This design comes from an exercise in tuning for small area and a short achievable clock period on the open sky130 flow, not from production work. RTL that was checked went through simulation tests only; none was proved equivalent to the original.

alpha:
Design depth_to_spectrum_color, start of the top module:
module depth_to_spectrum_color #(
    parameter int DEPTH_BITS = 11
) (
    input  logic                               i_clk,
    input  logic                               i_rst_n,
    input  logic                               start,
    output logic                               busy,
    input  logic                               i_cfg_we,
    input  logic [dsc_pkg::CFG_IDX_BITS-1:0]   i_cfg_idx,
    input  logic [DEPTH_BITS-1:0]              i_cfg_data,
    input  logic [DEPTH_BITS-1:0]              i_depth_sample,
    input  logic                               i_frame_end_in,
    output logic                               o_valid,
    output logic [7:0]                         o_blue_level,
    output logic [7:0]                         o_green_level,
    output logic [7:0]                         o_red_level,
    output logic                               o_frame_end_out
);
For scale: ~5800 cells after synthesis, about 1100 flip-flops, roughly 55 I/O pins.
clock: 8.0 ns
lec_check: 0
cap_margin: 20
core_margin: 2
core_utilization: 40
setup_slack_margin: 5
slew_margin: 20
run.sh (not shown) runs the stock make flow with config.mk's settings and CLKGATE_MAP_FILE= SYNTH_SCRIPT=/design/flow/synth_recipe.tcl, a recipe that flattens the netlist after the stock synthesis.
alpha reached the end of the flow, and the finished layout is clean on the timing, DRC and antenna checks.
## Diff of input files: beta against alpha
# alpha
export LEC_CHECK = 0
export CAP_MARGIN = 20
export CORE_MARGIN = 2
export CORE_UTILIZATION = 40
export SETUP_SLACK_MARGIN = 5
export SLEW_MARGIN = 20
create_clock -name core_clock -period 8.0 [get_ports {i_clk}]
# beta
export LEC_CHECK = 0
export CAP_MARGIN = 20
export CORE_MARGIN = 2
export CORE_UTILIZATION = 40
export SLEW_MARGIN = 20
create_clock -name core_clock -period 8.0 [get_ports {i_clk}]
Notes after the runs:
Comparing alpha and beta, share of the cycle needed by the critical path after routing is higher on beta. Compared with alpha, beta has less setup slack.
Input-level comparison between gamma and beta:
# beta
export LEC_CHECK = 0
export CAP_MARGIN = 20
export CORE_MARGIN = 2
export CORE_UTILIZATION = 40
export SLEW_MARGIN = 20
create_clock -name core_clock -period 8.0 [get_ports {i_clk}]
# gamma
export LEC_CHECK = 0
export CAP_MARGIN = 20
export CORE_MARGIN = 2
export CORE_UTILIZATION = 40
export SETUP_SLACK_MARGIN = 4.2
export SLEW_MARGIN = 20
create_clock -name core_clock -period 8.0 [get_ports {i_clk}]
Global-route usage in gamma vs beta: up 1.8 points. On worst endpoint required time, beta tracks gamma almost exactly. Summary of the comparison: post-route met1 wirelength is higher in gamma, relative to beta. Comparing beta and gamma, the higher arrival time at the worst endpoint is on beta.
The following lists how delta was set up differently from gamma:
# gamma
export LEC_CHECK = 0
export CAP_MARGIN = 20
export CORE_MARGIN = 2
export CORE_UTILIZATION = 40
export SETUP_SLACK_MARGIN = 4.2
export SLEW_MARGIN = 20
create_clock -name core_clock -period 8.0 [get_ports {i_clk}]
# delta
export LEC_CHECK = 0
export CAP_MARGIN = 20
export CORE_MARGIN = 2
export CORE_UTILIZATION = 40
export SETUP_SLACK_MARGIN = 3.5
export SLEW_MARGIN = 20
create_clock -name core_clock -period 8.0 [get_ports {i_clk}]
==> results.txt <==
- delta finished all stages; the layout is clean.
- Relative to gamma, the number of stages on the worst setup path of delta is lower by 1.
- Against gamma, the final cell area of delta is lower.
- delta vs gamma — combined area of the multi-input logic cells dropped by a little under 10%
- Delta (delta minus gamma): core utilization went down 4.7 points; count of plain and timing-repair buffers in the layout went down about 70%; number of resized instances in the post-cts repair step went down 77%; share of cells above drive strength 1 went down 13 points.
- Comparing gamma and delta, the lower setup slack was measured on delta.
- Compared with gamma, the detailed router inserted fewer vias in delta.

========
Another version of the RTL of depth_to_spectrum_color (not shown whole).
Size: ~6100 cells after synthesis, roughly 71000 um2 of cells after synthesis.
clock: 8.0 ns
lec_check: 0
cap_margin: 20
core_margin: 2
core_utilization: 40
cts_buf_list: sky130_fd_sc_hd__clkbuf_8
cts_cluster_size: 20
setup_slack_margin: 5
slew_margin: 20
The baseline finished clean.
Next try:
Settings changed: CTS_BUF_LIST sky130_fd_sc_hd__clkbuf_8 to unset, CTS_CLUSTER_SIZE 20 to unset.
After rerunning:
- die area is unchanged
- design area rises by 0.49%
- synthesized cell count is unchanged
- worst setup slack gets worse by 13 ps
No functional check of the RTL was part of any run of this note.

========
Setup of job 1431:
depth_to_spectrum_color, a different RTL version from the one above (not shown whole).
Size: roughly 6100 cells after synthesis, about 1400 flip-flops, ~55 I/O pins, roughly 0.063 sq mm of cells after synthesis.
Settings: LEC_CHECK=0, CAP_MARGIN=20, CORE_MARGIN=2, CORE_UTILIZATION=40, CTS_BUF_LIST=sky130_fd_sc_hd__clkbuf_8, CTS_CLUSTER_DIAMETER=50, CTS_CLUSTER_SIZE=22, SETUP_SLACK_MARGIN=5, SLEW_MARGIN=20; clock period 8.0 ns.
diff inputs: job 1431 => job 5636
- a change of CTS_CLUSTER_SIZE from 22 to 26
- a change of CTS_CLUSTER_DIAMETER from 50 to 40
Findings:
Taking job 1431 as the reference, in job 5636 final net count +about 0.8%; synthesized cell count comparable; fmax has decreased; share of the core filled with cells shows an increase of 0.89 points.
Job 1431 went all the way through the flow, and no timing, DRC or antenna check failed.
Both conditions hold for job 5636: the flow ran to the end and the final layout passed the timing, DRC and antenna checks.
The maximum net fanout on the critical path of job 1431 and that of job 5636 are within noise of each other.
Edits applied to the flow inputs when going from job 5636 to job 4765:
- TNS_END_PERCENT newly set to 50
- CTS_CLUSTER_SIZE changed from 26 to 22
- CTS_CLUSTER_DIAMETER changed from 40 to 50
### Flow results
Re count of buffering cells on the critical path with inverters included: no difference whatsoever between job 4765 and job 5636. Between job 4765 and job 5636, the final cell count is higher for job 5636. Route | job 4765 vs job 5636 | wire shorter in job 4765. Compared with job 5636, job 4765 degrades number of design-rule violations left by the first detailed-router iteration.
The inputs of job 3972 differ from those of job 4765 as listed below.
- CTS_BUF_LIST changed from sky130_fd_sc_hd__clkbuf_8 to sky130_fd_sc_hd__clkbuf_4 sky130_fd_sc_hd__clkbuf_8 sky130_fd_sc_hd__clkbuf_16
- TNS_END_PERCENT removed (was 50)
Job 3972 — core utilization 1.2 points higher, job 4765 as reference
Job 3972 and job 4765 ended up with roughly the same part of the cycle the worst path needs.
Route | job 3972 vs job 4765 | wire longer in job 3972
Changes observed in job 3972 relative to job 4765: count of plain and timing-repair buffers in the layout now larger; number of standard cells in the final layout excluding fillers comparable.
Both conditions hold for job 3972: the flow ran to the end and the final layout passed the timing, DRC and antenna checks.

========
Setup of zinc:
Starting RTL as in the previous note.
## depth_to_spectrum_color
module depth_to_spectrum_color #(
    parameter int DEPTH_BITS = 11
) (
    input  logic                               i_clk,
    input  logic                               i_rst_n,
    input  logic                               start,
    output logic                               busy,
    input  logic                               i_cfg_we,
    input  logic [dsc_pkg::CFG_IDX_BITS-1:0]   i_cfg_idx,
    input  logic [DEPTH_BITS-1:0]              i_cfg_data,
    input  logic [DEPTH_BITS-1:0]              i_depth_sample,
    input  logic                               i_frame_end_in,
    output logic                               o_valid,
    output logic [7:0]                         o_blue_level,
    output logic [7:0]                         o_green_level,
    output logic [7:0]                         o_red_level,
    output logic                               o_frame_end_out
);
export LEC_CHECK = 0
export CAP_MARGIN = 20
export CORE_MARGIN = 2
export CORE_UTILIZATION = 50
export CTS_BUF_LIST = sky130_fd_sc_hd__clkbuf_8
export CTS_CLUSTER_DIAMETER = 50
export CTS_CLUSTER_SIZE = 22
export SETUP_SLACK_MARGIN = 5
export SLEW_MARGIN = 20
create_clock -name core_clock -period 8.0 [get_ports {i_clk}]
No stage failed in zinc, and the final checks on the layout all came back clean.
Here is what was changed in the inputs of raven compared with zinc.
-- flow/config.mk --
<<< zinc, line 10
export CORE_UTILIZATION = 50
>>> raven, line 10
export CORE_UTILIZATION = 40
<<< zinc, line 12
export CTS_CLUSTER_DIAMETER = 50
export CTS_CLUSTER_SIZE = 22
>>> raven, line 12
export CTS_CLUSTER_SIZE = 20
Findings:
- raven vs. zinc: via count saw an increase, site row count saw an increase, half-perimeter wire length after placement saw little to no change.
Modified inputs, ember compared to raven
-- flow/config.mk --
<<< raven, line 12
export CTS_CLUSTER_SIZE = 20
>>> ember, line 12
export CTS_CLUSTER_DIAMETER = 50
export CTS_CLUSTER_SIZE = 24
Findings:
ember went all the way through synthesis, placement and routing and the layout is clean on timing, DRC and antenna.
Comparing ember against raven, there is no change at all in cell depth of the worst min-delay path.
The global-route wire length before repair of ember is lower than that of raven.
Remaining number of nets flagged by the antenna check after routing came out exactly the same in ember and raven.
~same timing-limited maximum frequency in ember and raven
When ember is set beside raven, its mean number of vias per cell turns out to be 0.60% larger.
Relative to raven, clock tree buffer count of the final layout has gone down in ember.
raven has higher via count of the first global-routing pass than ember.
## Diff of input files: maple against ember
-- flow/config.mk --
<<< ember, line 12
export CTS_CLUSTER_DIAMETER = 50
>>> maple, line 12
export CTS_CLUSTER_DIAMETER = 40
Notes after the runs:
- maple was carried through to the last stage, and its layout satisfied the timing, DRC and antenna checks.
- Compared with ember, maple shows a lower worst slack on hold paths.
- maple packs its core more tightly than ember.
- Design area in maple is 1400 µm² above ember.
- Against ember, quantity of gates resized following cts in maple rose by a few percent.

========
depth_to_spectrum_color again, from the RTL that the note above started with.
make LEC_CHECK=0 CAP_MARGIN=20 CORE_MARGIN=2 CORE_UTILIZATION=40 CTS_BUF_LIST=sky130_fd_sc_hd__clkbuf_16 CTS_CLUSTER_DIAMETER=50 CTS_CLUSTER_SIZE=30 SETUP_SLACK_MARGIN=5 SLEW_MARGIN=20 finish   # period 8.0 ns
==> next run, changes <==
--- a/flow/config.mk
+++ b/flow/config.mk
@@ -9,7 +9,8 @@
 export CORE_MARGIN = 2
 export CORE_UTILIZATION = 40
-export CTS_BUF_LIST = sky130_fd_sc_hd__clkbuf_16
+export CTS_BUF_LIST = sky130_fd_sc_hd__clkbuf_8
 export CTS_CLUSTER_DIAMETER = 50
-export CTS_CLUSTER_SIZE = 30
+export CTS_CLUSTER_SIZE = 22
 export SETUP_SLACK_MARGIN = 5
 export SLEW_MARGIN = 20
+export TNS_END_PERCENT = 20
=>
- The new run finished clean
- non-clock buffer count drops by 1
- die area is unchanged
- design area fell by 2.7%
- worst hold slack gains 4.8 ps
- fmax goes down by 3.9%
- via count decreases by 0.47%
==> next run, changes <==
--- a/flow/config.mk
+++ b/flow/config.mk
@@ -10,7 +10,6 @@
 export CORE_UTILIZATION = 40
 export CTS_BUF_LIST = sky130_fd_sc_hd__clkbuf_8
-export CTS_CLUSTER_DIAMETER = 50
+export CTS_CLUSTER_DIAMETER = 40
 export CTS_CLUSTER_SIZE = 22
 export SETUP_SLACK_MARGIN = 5
 export SLEW_MARGIN = 20
-export TNS_END_PERCENT = 20
What happened: Routed wire length goes up by about 1%. Cell area goes up by about 2.2%. First-iteration DRC count goes down by 3.6%. Utilization goes up by 0.96 points. Maximum frequency goes up by about 3.3%.

## what the ideal ports hide
In the flow no input, the clock included, has a driving cell. The finished layouts below were timed again as built, in two steps. Step 1: set_driving_cell puts a clkbuf_16 on i_clk and a buf_2 on each other input, an assumption about the parent block. Step 2 times the ports against the registers' clock, not the clock port: input delays grow and output delays shrink by t, the midpoint of the rising clock arrivals with the driver on. Three values: ideal, step 1, step 2; two values: the first two.
run	shift t [ns]	setup WS [ns]	clock arrival spread, ns	worst slew at a driven data input, ns	pins driven straight from the clock port
alpha	0.782	3.548 / 3.548 / 3.548	0.060 / 0.060	0.06	1
beta	0.770	1.899 / 1.899 / 1.899	0.021 / 0.021	0.06	1
gamma	0.777	3.523 / 3.523 / 3.523	0.039 / 0.040	0.05	1
delta	0.773	3.431 / 3.431 / 3.203	0.029 / 0.028	0.05	1
the first run of note 2	1.006	5.040 / 4.968 / 5.058	0.074 / 0.074	0.08	1
the second run of note 2	0.858	5.028 / 5.013 / 5.028	0.021 / 0.022	0.09	1
job 1431	0.933	5.062 / 4.992 / 5.154	0.093 / 0.093	0.04	1
job 5636	0.963	5.033 / 4.962 / 5.131	0.088 / 0.087	0.04	1
job 4765	0.930	5.058 / 4.989 / 5.103	0.091 / 0.091	0.04	1
job 3972	0.834	5.069 / 4.985 / 5.119	0.056 / 0.056	0.04	1
zinc	0.923	5.069 / 5.004 / 5.090	0.057 / 0.057	0.07	1
raven	0.972	5.065 / 4.996 / 5.159	0.054 / 0.054	0.04	1
ember	0.925	5.072 / 5.000 / 5.149	0.095 / 0.095	0.04	1
maple	0.965	5.033 / 4.962 / 5.110	0.088 / 0.087	0.04	1
the first run of note 5	0.841	5.067 / 4.987 / 5.148	0.063 / 0.063	0.04	1
the second run of note 5	0.925	4.947 / 4.881 / 4.947	0.093 / 0.092	0.04	1
the third run of note 5	0.952	5.044 / 4.972 / 5.131	0.088 / 0.088	0.04	1
After both steps every run listed still meets setup and hold. The setup slack of delta, which loses most, moves by 0.000 ns with the drivers and by -0.228 ns with both steps.
